Context: an optimization exercise on an open-source flow, tuned for small area, a short achievable clock period and few clock cycles per item. The choices shown serve that exercise and are no tape-out recipe.
Only simulation tests tie the RTL to the original design; equivalence was not proved.

`flow/config.mk`:
```
export PLATFORM = sky130hd
export DESIGN_NAME = d_ary_max_priority_queue
export DESIGN_NICKNAME = d_ary_max_priority_queue
export VERILOG_FILES = /design/flow/design.v
export SDC_FILE = /design/flow/constraint.sdc
export NUM_CORES = 4
export LEC_CHECK = 0
export CAP_MARGIN = 20
export CORE_MARGIN = 2
export CORE_UTILIZATION = 40
export SLEW_MARGIN = 20
```
`flow/constraint.sdc`:
```
create_clock -name core_clock -period 9.0 [get_ports {clock}]
set_input_delay 1.8000 -clock core_clock [delete_from_list [all_inputs] [get_ports {clock}]]
set_output_delay 1.8000 -clock core_clock [all_outputs]
set_load 0.01 [all_outputs]
```
`flow/design.v`:
```
package dapq_pkg;
   localparam logic [1:0] REQ_INSERT  = 2'd0;
   localparam logic [1:0] REQ_EXTRACT = 2'd1;
   localparam logic [1:0] REQ_INCKEY  = 2'd2;
   localparam logic [1:0] REQ_UNKNOWN = 2'd3;
   localparam logic [1:0] ST_OK     = 2'd0;
   localparam logic [1:0] ST_EMPTY  = 2'd1;
   localparam logic [1:0] ST_FULL   = 2'd2;
   localparam logic [1:0] ST_BADPOS = 2'd3;
   localparam int KEY_W = 32;
   localparam logic signed [KEY_W-1:0] KEY_MIN = {1'b1, {(KEY_W-1){1'b0}}};
   typedef enum logic [9:0] {
      S_IDLE   = 10'b0000000001,
      S_UPRD   = 10'b0000000010,
      S_UPCMP  = 10'b0000000100,
      S_DNRD   = 10'b0000001000,
      S_DNCMP  = 10'b0000010000,
      S_DNSWP  = 10'b0000100000,
      S_UPSWP  = 10'b0001000000,
      S_EXRD   = 10'b0010000000,
      S_EXWR   = 10'b0100000000,
      S_DONE   = 10'b1000000000
   } state_type;
endpackage
module dapq_ram #(
   parameter int WIDTH = 32,
   parameter int DEPTH = 64
) (
   input  logic                     clock,
   input  logic                     wr_en,
   input  logic [$clog2(DEPTH)-1:0] wr_addr,
   input  logic [WIDTH-1:0]         wr_data,
   input  logic [$clog2(DEPTH)-1:0] rd_addr,
   output logic [WIDTH-1:0]         rd_data
);
   logic [WIDTH-1:0] mem [DEPTH];
   always_ff @(posedge clock) begin
      if (wr_en) begin
         mem[wr_addr] <= wr_data;
      end
      rd_data <= mem[rd_addr];
   end
endmodule
module d_ary_max_priority_queue #(
   parameter int CAPACITY  = 64,
   parameter int MAX_ARITY = 4
) (
   input  logic                            clock,
   input  logic                            reset,
   input  logic                            start,
   output logic                            busy,
   input  logic [1:0]                      req_type,
   input  logic signed [dapq_pkg::KEY_W-1:0] req_key,
   input  logic [6:0]                      req_position,
   input  logic                            csr_wr_en,
   input  logic [2:0]                      csr_arity,
   output logic                            rsp_valid,
   output logic signed [dapq_pkg::KEY_W-1:0] rsp_max_key,
   output logic [1:0]                      rsp_status,
   output logic [6:0]                      rsp_count
);
   localparam int AW = $clog2(CAPACITY);
   localparam int PW = $clog2(CAPACITY + 1) + 1;   
   localparam int CW = $clog2(CAPACITY + 1);
   localparam int DW = $clog2(MAX_ARITY + 1);
   localparam int RS = PW + 4;                     
   dapq_pkg::state_type state_ff, state_in;
   logic [2:0]          arity_ff, arity_in;
   logic [CW-1:0]       count_ff, count_in;
   logic [PW-1:0]       pos_ff, pos_in;       
   logic [PW-1:0]       oth_ff, oth_in;       
   logic [PW-1:0]       chd_ff, chd_in;       
   logic [DW-1:0]       k_ff, k_in;           
   logic signed [dapq_pkg::KEY_W-1:0] cur_ff, cur_in;   
   logic signed [dapq_pkg::KEY_W-1:0] best_ff, best_in;
   logic signed [dapq_pkg::KEY_W-1:0] maxk_ff, maxk_in;
   logic [1:0]          stat_ff, stat_in;
   logic [1:0]          stm_ff, stm_in;       
   logic                valid_ff, valid_in;
   logic          wr_en;
   logic [AW-1:0] wr_addr, rd_addr;
   logic [dapq_pkg::KEY_W-1:0] wr_data, rd_data;
   logic [DW-1:0] d_eff;
   logic [PW-1:0] parent;
   logic [PW-1:0] par_q [2:MAX_ARITY];
   logic [PW+DW:0] child0;
   dapq_ram #(.WIDTH(dapq_pkg::KEY_W), .DEPTH(CAPACITY)) u_ram (
      .clock   (clock),
      .wr_en   (wr_en),
      .wr_addr (wr_addr),
      .wr_data (wr_data),
      .rd_addr (rd_addr),
      .rd_data (rd_data)
   );
   always_comb begin
      if (arity_ff < 3'd2) begin
         d_eff = DW'(2);
      end else if (32'(arity_ff) > MAX_ARITY) begin
         d_eff = DW'(MAX_ARITY);
      end else begin
         d_eff = DW'(arity_ff);
      end
   end
   for (genvar g = 2; g <= MAX_ARITY; g++) begin : g_par
      localparam int RCP = ((1 << RS) + g - 1) / g;
      logic [PW+RS:0] prod;
      assign prod     = (PW+RS+1)'(pos_ff - PW'(2)) * (PW+RS+1)'(RCP);
      assign par_q[g] = PW'(prod >> RS) + PW'(1);
   end
   always_comb begin
      parent = '0;
      for (int i = 2; i <= MAX_ARITY; i++) begin
         if (32'(d_eff) == i) begin
            parent = par_q[i];
         end
      end
   end
   assign child0 = (PW+DW+1)'(d_eff) * (PW+DW+1)'(pos_ff - PW'(1)) + (PW+DW+1)'(2);
   always_comb begin
      state_in = state_ff;
      arity_in = arity_ff;
      count_in = count_ff;
      pos_in   = pos_ff;
      oth_in   = oth_ff;
      chd_in   = chd_ff;
      k_in     = k_ff;
      cur_in   = cur_ff;
      best_in  = best_ff;
      maxk_in  = maxk_ff;
      stat_in  = stat_ff;
      stm_in   = stm_ff;
      valid_in = 1'b0;
      wr_en    = 1'b0;
      wr_addr  = AW'(pos_ff - PW'(1));
      wr_data  = cur_ff;
      rd_addr  = AW'(pos_ff - PW'(1));
      if (csr_wr_en) begin
         arity_in = csr_arity;
      end
      case (state_ff)
         dapq_pkg::S_IDLE: begin
            if (start) begin
               maxk_in = '0;
               stat_in = dapq_pkg::ST_OK;
               case (req_type)
                  dapq_pkg::REQ_INSERT: begin
                     if (32'(count_ff) >= CAPACITY) begin
                        stat_in  = dapq_pkg::ST_FULL;
                        state_in = dapq_pkg::S_DONE;
                     end else begin
                        count_in = count_ff + CW'(1);
                        pos_in   = PW'(count_ff) + PW'(1);
                        cur_in   = req_key;
                        state_in = dapq_pkg::S_UPSWP;
                     end
                  end
                  dapq_pkg::REQ_EXTRACT: begin
                     if (count_ff == '0) begin
                        stat_in  = dapq_pkg::ST_EMPTY;
                        state_in = dapq_pkg::S_DONE;
                     end else begin
                        pos_in   = PW'(1);
                        oth_in   = PW'(count_ff);
                        state_in = dapq_pkg::S_EXRD;
                        stm_in   = 2'd0;
                     end
                  end
                  dapq_pkg::REQ_INCKEY: begin
                     if (req_position == '0 || 32'(req_position) > 32'(count_ff)) begin
                        stat_in  = dapq_pkg::ST_BADPOS;
                        state_in = dapq_pkg::S_DONE;
                     end else begin
                        pos_in   = PW'(req_position);
                        cur_in   = req_key;
                        state_in = dapq_pkg::S_UPRD;
                        stm_in   = 2'd0;
                     end
                  end
                  default: begin
                     state_in = dapq_pkg::S_DONE;
                  end
               endcase
            end
         end
         dapq_pkg::S_UPRD: begin
            if (stm_ff == 2'd0) begin
               stm_in = 2'd1;
            end else begin
               if ($signed(rd_data) > cur_ff) begin
                  cur_in = $signed(rd_data);
               end
               state_in = dapq_pkg::S_UPSWP;
            end
         end
         dapq_pkg::S_UPSWP: begin
            wr_en = 1'b1;
            if (pos_ff <= PW'(1)) begin
               state_in = dapq_pkg::S_DONE;
            end else begin
               oth_in   = parent;
               state_in = dapq_pkg::S_UPCMP;
               stm_in   = 2'd0;
            end
         end
         dapq_pkg::S_UPCMP: begin
            rd_addr = AW'(oth_ff - PW'(1));
            if (stm_ff == 2'd0) begin
               stm_in = 2'd1;
            end else if ($signed(rd_data) < cur_ff) begin
               wr_en    = 1'b1;
               wr_data  = rd_data;
               pos_in   = oth_ff;
               state_in = dapq_pkg::S_UPSWP;
            end else begin
               state_in = dapq_pkg::S_DONE;
            end
         end
         dapq_pkg::S_EXRD: begin
            case (stm_ff)
               2'd0: begin
                  stm_in = 2'd1;
               end
               2'd1: begin
                  maxk_in = $signed(rd_data);
                  rd_addr = AW'(oth_ff - PW'(1));
                  stm_in  = 2'd2;
               end
               default: begin
                  cur_in   = $signed(rd_data);
                  count_in = count_ff - CW'(1);
                  state_in = dapq_pkg::S_EXWR;
               end
            endcase
         end
         dapq_pkg::S_EXWR: begin
            wr_en    = 1'b1;
            state_in = dapq_pkg::S_DNRD;
         end
         dapq_pkg::S_DNRD: begin
            if (child0 > (PW+DW+1)'(count_ff)) begin
               state_in = dapq_pkg::S_DONE;
            end else begin
               chd_in   = PW'(child0);
               oth_in   = pos_ff;
               best_in  = cur_ff;
               k_in     = d_eff;
               stm_in   = 2'd0;
               state_in = dapq_pkg::S_DNCMP;
            end
         end
         dapq_pkg::S_DNCMP: begin
            rd_addr = AW'(chd_ff - PW'(1));
            if (stm_ff == 2'd0) begin
               stm_in = 2'd1;
            end else begin
               if (best_ff < $signed(rd_data)) begin
                  best_in = $signed(rd_data);
                  oth_in  = chd_ff;
               end
               if (k_ff == DW'(1) || chd_ff >= PW'(count_ff)) begin
                  state_in = dapq_pkg::S_DNSWP;
               end else begin
                  chd_in = chd_ff + PW'(1);
                  k_in   = k_ff - DW'(1);
                  stm_in = 2'd0;
               end
            end
         end
         dapq_pkg::S_DNSWP: begin
            if (oth_ff == pos_ff) begin
               state_in = dapq_pkg::S_DONE;
            end else begin
               wr_en    = 1'b1;
               wr_data  = best_ff;
               pos_in   = oth_ff;
               state_in = dapq_pkg::S_EXWR;
            end
         end
         dapq_pkg::S_DONE: begin
            valid_in = 1'b1;
            state_in = dapq_pkg::S_IDLE;
         end
         default: begin
            state_in = dapq_pkg::S_IDLE;
         end
      endcase
   end
   always_ff @(posedge clock) begin
      if (reset) begin
         state_ff <= dapq_pkg::S_IDLE;
         arity_ff <= 3'd2;
         count_ff <= '0;
         valid_ff <= 1'b0;
      end else begin
         state_ff <= state_in;
         arity_ff <= arity_in;
         count_ff <= count_in;
         valid_ff <= valid_in;
      end
      pos_ff  <= pos_in;
      oth_ff  <= oth_in;
      chd_ff  <= chd_in;
      k_ff    <= k_in;
      cur_ff  <= cur_in;
      best_ff <= best_in;
      maxk_ff <= maxk_in;
      stat_ff <= stat_in;
      stm_ff  <= stm_in;
   end
   assign busy        = (state_ff != dapq_pkg::S_IDLE);
   assign rsp_valid   = valid_ff;
   assign rsp_max_key = maxk_ff;
   assign rsp_status  = stat_ff;
   assign rsp_count   = 7'(count_ff);
endmodule
```
`flow/run.sh`:
```
#!/bin/bash
# synth_recipe.tcl (not shown) runs the flow's synth.tcl, then flattens the netlist and writes it again
# the make line also repeats each setting of config.mk as NAME=value (left out here)
make -C /OpenROAD-flow-scripts/flow DESIGN_CONFIG=/design/flow/config.mk WORK_HOME=/design/flow/orfs CLKGATE_MAP_FILE= SYNTH_SCRIPT=/design/flow/synth_recipe.tcl finish
```
==> flow_metrics.tcl <==
set metrics [dict create \
    stdcell_area_um2 105000 \
    rrSetupSlack_ns 1.56 \
    synth_seq_area_share_pct 71.6 \
    hold_viol_final 0 \
    rows 176 \
    synth_area_um2 92700 \
    postCtsSetupRepairBufs 0 \
    cp_top_family "adder cells" \
    ios 91 \
    worstPathMaxFanout 12 \
    reg2reg_to "oth_ff[5]$_DFFE_PP_" \
    die_h_um 485 \
    tightest_slew_ns 1.26 \
    switching_power_mw 6.65 \
    cts_hold_buf 0 \
    synth-seq-cells 2228 \
    dr.pass1.iters 8 \
    die_w_um 485 \
    htreeDepth 4 \
    slew_headroom_pct 16.1 \
    max_freq_ghz 0.134 \
    syn_to_final_growth_pct 13.5 \
    rsz0062_at_grt "false" \
    final_net_count 6982 \
    yosys.area_share.simple_pct 7.96 \
    netlist.area_leader.share_pct 70.5 \
    ys.flop_type "edfxtp_1" \
    path_depth 25 \
    synthTopCellsByArea "edfxtp_1 (70%), mux2i_1 (5.3%), nand2_1 (4.3%)" \
    clock_skew_ns 0.0354 \
    grt_overflow 0 \
    combPwrFrac_pct 14.7 \
    route.vias.total 58000 \
    cp.required_ns 9.63 \
    detail-route-antenna-nets 0 \
    coreArea_um2 230000 \
    track_usage_pct 22.7 \
    maxCapViolCount 0 \
    critPathCapture "oth_ff[5]$_DFFE_PP_" \
    crit_top_cell "inv_1" \
    p_int_mw 18.0 \
    status "timing/DRC/antenna clean" \
    cts.sinks 2228 \
    synth_largest_area_cell "edfxtp_1" \
    die-area_um2 236000 \
    start_util_pct 40.3 \
    clockRootBuffer "clkbuf_16" \
    clkPwrFrac_pct 37.2 \
    synth_most_common_cell "edfxtp_1" \
    period_needed_ns 7.44 \
    cp.arrival_ns 8.07 \
    tns_ns 0 \
    wl_per_cell_um 27.6 \
    timing.rr.start "pos_ff[1]$_DFFE_PP_" \
    worstSetupPathType "flip-flop to flip-flop" \
    synthAdderAreaFrac_pct 2.85 \
    drc 0 \
    grt_max_degree 143 \
    synth_nets 6875 \
    synth.avg_cell_area_um2 14.0 \
    endpoint_kind "flip-flop" \
    clkTransAtPathRegs_ns 0.06 \
    synthArstFlopShare_pct 0 \
    dp.final_hpwl_mm 152 \
    synth_compound_area_share_pct 8.41 \
    synth_top_family_by_area "compound AO/OA/AOI/OAI gates" \
    synthDistinctLibCells 72 \
    slowest_delay_ns 0.66 \
    path_buf_inv 6 \
    vdd_ir_drop_max_uv 186 \
    final-setup-viol-count 0 \
    seqPwrFrac_pct 48.1 \
    cts_resized 0 \
    wl_mm 275 \
    startpoint "pos_ff[1]$_DFFE_PP_" \
    tritoncts "done" \
    hold_path_class "flip-flop to flip-flop" \
    drive_above_1_share_pct 9.52 \
    insertion_delay_ns 0.91 \
    via_per_inst 5.82 \
    switching_share_pct 27.0 \
    clockBufferDepth 3 \
    post_synth_xor_area_fraction_pct 0.888 \
    grt_pass1_vias 55000 \
    powerDensity_nw_per_um2 234 \
    place.gp.congestion 0.907 \
    slew_violations 0 \
    yosysWarnings 3 \
    synthCells 6635 \
    fillers 19900 \
    synthMuxAreaShare_pct 5.74 \
    port_buffers 90 \
    p_leak_nw 36.4 \
    hold_start "arity_ff[1]$_SDFFE_PP1P_" \
    first_iter_violations 7523 \
    synth_edf_count 2175 \
    power_mw 24.7 \
    numCtsBuffers 220 \
    placed_cell_area_um2 98000 \
    antenna_found_initial 29 \
    r2r_cells 25 \
    synth_commonest_cells "edfxtp_1 (2175), nand2_1 (1061), a21oi_1 (688), mux2i_1 (494), o22ai_1 (279)" \
    critPathLaunchType "flip-flop" \
    layout_worst_path_cycle_share_pct 82.7 \
    critPathSlowestCell "edfxtp_1" \
    grt_pass1_wl_mm 391 \
]
[stage by stage]
| step | hold WS [ns] | instances | utilization [%] | setup slack [ns] |
|---|---|---|---|---|
| 3_3_place_gp | 0.487 | 9545 | 42.6 | 1.69 |
| 5_1_grt | 0.556 | 9957 | 45.7 | 1.06 |
| 6_report | 0.518 | 9967 | 45.7 | 1.56 |
| 2_1_floorplan | 0.457 | 6635 | - | 2.34 |
| 4_1_cts | 0.514 | 9955 | 45.7 | 1.64 |
| 3_5_place_dp | 0.495 | 9545 | 42.6 | 1.65 |
[layout make-up]
type                       instances  area, µm²  share of cell area [%]
sequential                      2228      66400                    63.1
multi-input combinational       3836      24700                    23.5
clock buffer                     286       5780                    5.50
tap                             3026       3790                    3.60
timing repair buffer             272       2480                    2.36
clock inverter                   124       1370                    1.30
inverter                         184        691                   0.656
antenna                           11       27.5                  0.0262
[worst min-delay path, delay by kind of cell (launching register included)]
family	cells	cell delay [ns]
flops	1	0.34
mux	1	0.09
simple gates	1	0.06
[worst min-delay path by stage]
stage / end / slack [ns] / depth (start not counted)
final: arity_ff[1]$_SDFFE_PP1P_ / 0.52 / 2
after global routing: arity_ff[1]$_SDFFE_PP1P_ / 0.56 / 2
after CTS: arity_ff[1]$_SDFFE_PP1P_ / 0.51 / 2
after detailed placement: arity_ff[1]$_SDFFE_PP1P_ / 0.50 / 2
after global placement: arity_ff[1]$_SDFFE_PP1P_ / 0.49 / 2
after floorplan: arity_ff[1]$_SDFFE_PP1P_ / 0.46 / 2
[power groups by stage]
stage	registers, mW	logic, mW	clock network (mW)
after floorplan	12.0	2.19	0
after global placement	12.1	3.52	0
after detailed placement	12.1	3.56	0
after CTS	11.9	3.58	9.29
after global routing	11.8	3.91	9.70
final	11.9	3.62	9.18
[cells by family (layout without fill, tap and decap cells)]
| kind of cell | after synthesis | count (layout) |
|---|---|---|
| flops | 2228 | 2228 |
| simple gates | 1689 | 1689 |
| compound gates | 1334 | 1334 |
| buf+inv | 571 | 866 |
| mux | 527 | 527 |
| fa+ha+maj | 192 | 192 |
| xor+xnor | 94 | 94 |
| other cells | 0 | 11 |
[state kept, by name, indices dropped and copies added, names as in the netlist]
name,flops
arity_ff,3
best_ff,32
chd_ff,8
count_ff,7
cur_ff,32
k_ff,3
maxk_ff,32
oth_ff,8
pos_ff,8
stat_ff,2
state_ff,10
stm_ff,2
u_ram.mem,2048
u_ram.rd_data,32
valid_ff,1
[placed cells by master, fill, tap and decap left out, types with 15 or more instances in the layout]
| cell | netlist | layout |
|---|---|---|
| fa_1 | 32 | 32 |
| nand4_1 | 19 | 19 |
| a21oi_1 | 688 | 687 |
| clkbuf_1 | 238 | 63 |
| buf_12 | 0 | 17 |
| xor2_1 | 34 | 32 |
| dfxtp_1 | 53 | 53 |
| nand2b_1 | 28 | 26 |
| o21ai_0 | 89 | 89 |
| clkbuf_16 | 0 | 220 |
| nor3_1 | 92 | 26 |
| a211oi_1 | 17 | 17 |
| inv_1 | 181 | 181 |
| nor2b_1 | 15 | 15 |
| nand2_1 | 1061 | 1058 |
| nor2_1 | 183 | 150 |
| bufinv_16 | 0 | 23 |
| nor2_4 | 0 | 33 |
| nor3_2 | 1 | 67 |
| a31oi_1 | 15 | 15 |
| o22ai_1 | 279 | 279 |
| a22oi_1 | 133 | 133 |
| nor4_1 | 133 | 126 |
| ha_1 | 160 | 160 |
| clkinv_1 | 3 | 44 |
| buf_4 | 16 | 165 |
| xnor2_1 | 60 | 59 |
| mux2i_1 | 494 | 494 |
| edfxtp_1 | 2175 | 2175 |
| mux2_2 | 33 | 33 |
| nand3_1 | 62 | 61 |
| clkdlybuf4s50_1 | 0 | 90 |
| a21o_1 | 38 | 38 |
| clkinv_2 | 0 | 37 |
| or4_1 | 34 | 34 |
[layer usage]
metal  up-vias  part of all wire [%]  GRT usage, %
met5         -                 0.020             0
met4         8                   4.1          9.03
met3       515                   9.3          4.09
met2      2740                    45          35.1
met1     29500                    41          32.0
li1      25200                     -             -
Testbench counts, summed over its fixed seeds: cycles 155,857, requests 9,603.

==> afterwards: timing with drivers on the ports <==
In the flow no input, the clock included, has a driving cell. The finished layout below was timed again as built, in two steps. Step 1, drivers: a clkbuf_16 drives clock and a buf_2 each remaining input, both assumed. Step 2, shift: input delay + t, output delay - t, t = (earliest + latest rising clock arrival at the registers) / 2. This alone moves slack from input paths to output paths. Three values: ideal, step 1, step 2; two values: the first two.
t, ns: 0.969
setup WS [ns]: 1.558 / 1.558 / 1.558
clock arrival spread, ns: 0.036 / 0.036
slew at the worst register clock pin (ns): 0.07 / 0.07
worst slew at a driven data input, ns: 0.05
After both steps this run still meets setup and hold. For this run, drivers alone change the setup slack by 0.000 ns; drivers and shift together by 0.000 ns.
